Context: an optimization exercise on an open-source flow, tuned for small area and a short achievable clock period. The choices shown serve that exercise and are no tape-out recipe.
RTL that was checked went through simulation tests only; none was proved equivalent to the original.
Power is estimated from default activity; no workload was simulated.

== alpha ==
Design mc_fifo, start of the top module:
module mc_fifo
#(
    parameter int WIDTH     = mc_fifo_pkg::DEF_WIDTH,
    parameter int DEPTH     = mc_fifo_pkg::DEF_DEPTH,
    parameter int CHANNELS  = mc_fifo_pkg::DEF_CHANNELS,
    parameter int AF_MARGIN = mc_fifo_pkg::DEF_AF_MARGIN,
    parameter int AE_MARGIN = mc_fifo_pkg::DEF_AE_MARGIN
) (
    input  logic                          clk,
    input  logic                          reset,
    input  logic                          write_en,
    input  logic [mc_fifo_pkg::width_of(CHANNELS)-1:0] wr_ch,
    input  logic [WIDTH-1:0]              data_in,
    input  logic                          read_en,
    input  logic [mc_fifo_pkg::width_of(CHANNELS)-1:0] rd_ch,
    input  logic                          clear_err,
    output logic [WIDTH-1:0]              data_out,
    output logic                          data_valid,
    output logic [CHANNELS-1:0]           full,
    output logic [CHANNELS-1:0]           empty,
    output logic [CHANNELS-1:0]           almost_full,
    output logic [CHANNELS-1:0]           almost_empty,
    output logic [mc_fifo_pkg::width_of(DEPTH):0]      rd_count,
    output logic [CHANNELS-1:0]           overflow,
    output logic [CHANNELS-1:0]           underflow
);
Size: about 2400 cells after synthesis, about 1100 flip-flops, roughly 56 I/O pins, ~42000 µm² of cells after synthesis.
Settings: LEC_CHECK=0, CAP_MARGIN=20, CORE_MARGIN=2, CORE_UTILIZATION=50, CTS_CLUSTER_DIAMETER=70, CTS_CLUSTER_SIZE=30, SETUP_SLACK_MARGIN=1.65, SLEW_MARGIN=20, SYNTH_HIERARCHICAL=1, SYNTH_MINIMUM_KEEP_SIZE=0; clock period 4.0 ns.
run.sh (not shown) runs the stock make flow with config.mk's settings and CLKGATE_MAP_FILE= SYNTH_SCRIPT=/design/flow/synth_recipe.tcl, a recipe that flattens the netlist after the stock synthesis.
Setup changes, alpha to beta
-- flow/design.v --
<<< alpha, line 199
    end
endmodule
module mc_fifo_andn (
    input  logic a, b_n,
    output logic y
);
    assign y = a && !b_n;
endmodule
module mc_fifo
#(
>>> beta, line 199
    end
endmodule
module mc_fifo
#(
<<< alpha, line 233
    localparam int CW = mc_fifo_pkg::width_of(CHANNELS);
    localparam int AW = mc_fifo_pkg::width_of(DEPTH);
    localparam int NEN = (WIDTH >= 4) ? 4 : WIDTH;
    if ((DEPTH < 4) || ((DEPTH & (DEPTH - 1)) != 0)) begin : g_bad_depth
        $error("mc_fifo: DEPTH must be a power of two and at least 4");
>>> beta, line 227
    localparam int CW = mc_fifo_pkg::width_of(CHANNELS);
    localparam int AW = mc_fifo_pkg::width_of(DEPTH);
    if ((DEPTH < 4) || ((DEPTH & (DEPTH - 1)) != 0)) begin : g_bad_depth
        $error("mc_fifo: DEPTH must be a power of two and at least 4");
<<< alpha, line 325
        logic [WIDTH-1:0] sr_q [DEPTH];
        logic [WIDTH-1:0] rot  [DEPTH];
        logic [NEN-1:0] wr_en;
        for (genvar k = 0; k < NEN; k++) begin : g_wen
            mc_fifo_andn u_wen (.a (wr_req[g]), .b_n (full_q), .y (wr_en[k]));
        end
        always_ff @(posedge clk) begin
            for (int b = 0; b < WIDTH; b++) begin
                if (wr_en[b * NEN / WIDTH]) begin
                    sr_q[0][b] <= data_in[b];
                    for (int i = 1; i < DEPTH; i++) begin
                        sr_q[i][b] <= sr_q[i-1][b];
                    end
                end
            end
>>> beta, line 318
        logic [WIDTH-1:0] sr_q [DEPTH];
        logic [WIDTH-1:0] rot  [DEPTH];
        always_ff @(posedge clk) begin
            if (wr_acc[g]) begin
                sr_q[0] <= data_in;
                for (int i = 1; i < DEPTH; i++) begin
                    sr_q[i] <= sr_q[i-1];
                end
            end
<<< alpha, line 385
    if (CHANNELS == 4) begin : g_cnt_tree
        for (genvar b = 0; b <= AW; b++) begin : g_bit
            logic m0_n, m1_n;
            if (b < (AW + 1) / 2) begin : g_lo_first
                mc_fifo_mux2i u_m0 (.s (rd_ch[0]), .a (count_flat[0*(AW+1)+b]), .b (count_flat[1*(AW+1)+b]), .y (m0_n));
                mc_fifo_mux2i u_m1 (.s (rd_ch[0]), .a (count_flat[2*(AW+1)+b]), .b (count_flat[3*(AW+1)+b]), .y (m1_n));
                mc_fifo_mux2i u_mq (.s (rd_ch[1]), .a (m0_n), .b (m1_n), .y (rd_count[b]));
            end else begin : g_hi_first
                mc_fifo_mux2i u_m0 (.s (rd_ch[1]), .a (count_flat[0*(AW+1)+b]), .b (count_flat[2*(AW+1)+b]), .y (m0_n));
                mc_fifo_mux2i u_m1 (.s (rd_ch[1]), .a (count_flat[1*(AW+1)+b]), .b (count_flat[3*(AW+1)+b]), .y (m1_n));
                mc_fifo_mux2i u_mq (.s (rd_ch[0]), .a (m0_n), .b (m1_n), .y (rd_count[b]));
            end
        end
    end else begin : g_cnt_mux
>>> beta, line 372
    if (CHANNELS == 4) begin : g_cnt_tree
        for (genvar b = 0; b <= AW; b++) begin : g_bit
            logic m01_n, m23_n;
            mc_fifo_mux2i u_m01 (.s (rd_ch[0]), .a (count_flat[0*(AW+1)+b]), .b (count_flat[1*(AW+1)+b]), .y (m01_n));
            mc_fifo_mux2i u_m23 (.s (rd_ch[0]), .a (count_flat[2*(AW+1)+b]), .b (count_flat[3*(AW+1)+b]), .y (m23_n));
            mc_fifo_mux2i u_mq  (.s (rd_ch[1]), .a (m01_n), .b (m23_n), .y (rd_count[b]));
        end
    end else begin : g_cnt_mux
Comparing alpha with beta, the utilization came out essentially unchanged.
beta against alpha: largest vdd supply drop grew by 34%; share of the cycle needed by the critical path after routing has increased.
Of alpha and beta, the higher clock network power share belongs to alpha.
Going from alpha to beta, setup slack -0.060 ns, die area ~0 delta.
Sequential cell area in the final layout across alpha and beta: no real change.
beta -> alpha: number of logic inverters in the finished layout flat
Lower sequential share of layout area among alpha and beta: alpha
Against alpha, beta comes in 17 lower on net total in the final layout.
beta against alpha: global routing usage on met3 increased 0.60 points; worst hold margin rose by 0.0058 ns.
Only the layout flow was run in beta; the RTL was not checked for function there.

==> afterwards: timing with drivers on the ports <==
No port has a modelled driver above. Below, the same layouts with a new extraction and two added sets of constraints. Step 1 assumes that a clkbuf_16 drives the clock port and a buf_2 every other input. Step 2, shift: input delay + t, output delay - t, t = (earliest + latest rising clock arrival at the registers) / 2. This alone moves slack from input paths to output paths. Slacks: ideal ports / drivers / drivers and shift; pairs: ideal ports / drivers.
| run | shift t [ns] | slack for setup (ns) | worst setup path after step 2 |
|---|---|---|---|
| alpha | 0.708 | 1.675 / 1.610 / 1.057 | input to register |
| beta | 0.716 | 1.615 / 1.545 / 0.985 | input to register |
After both steps setup and hold are still met in every run listed. For beta, which loses most, drivers alone change the setup slack by -0.070 ns; drivers and shift together by -0.630 ns.
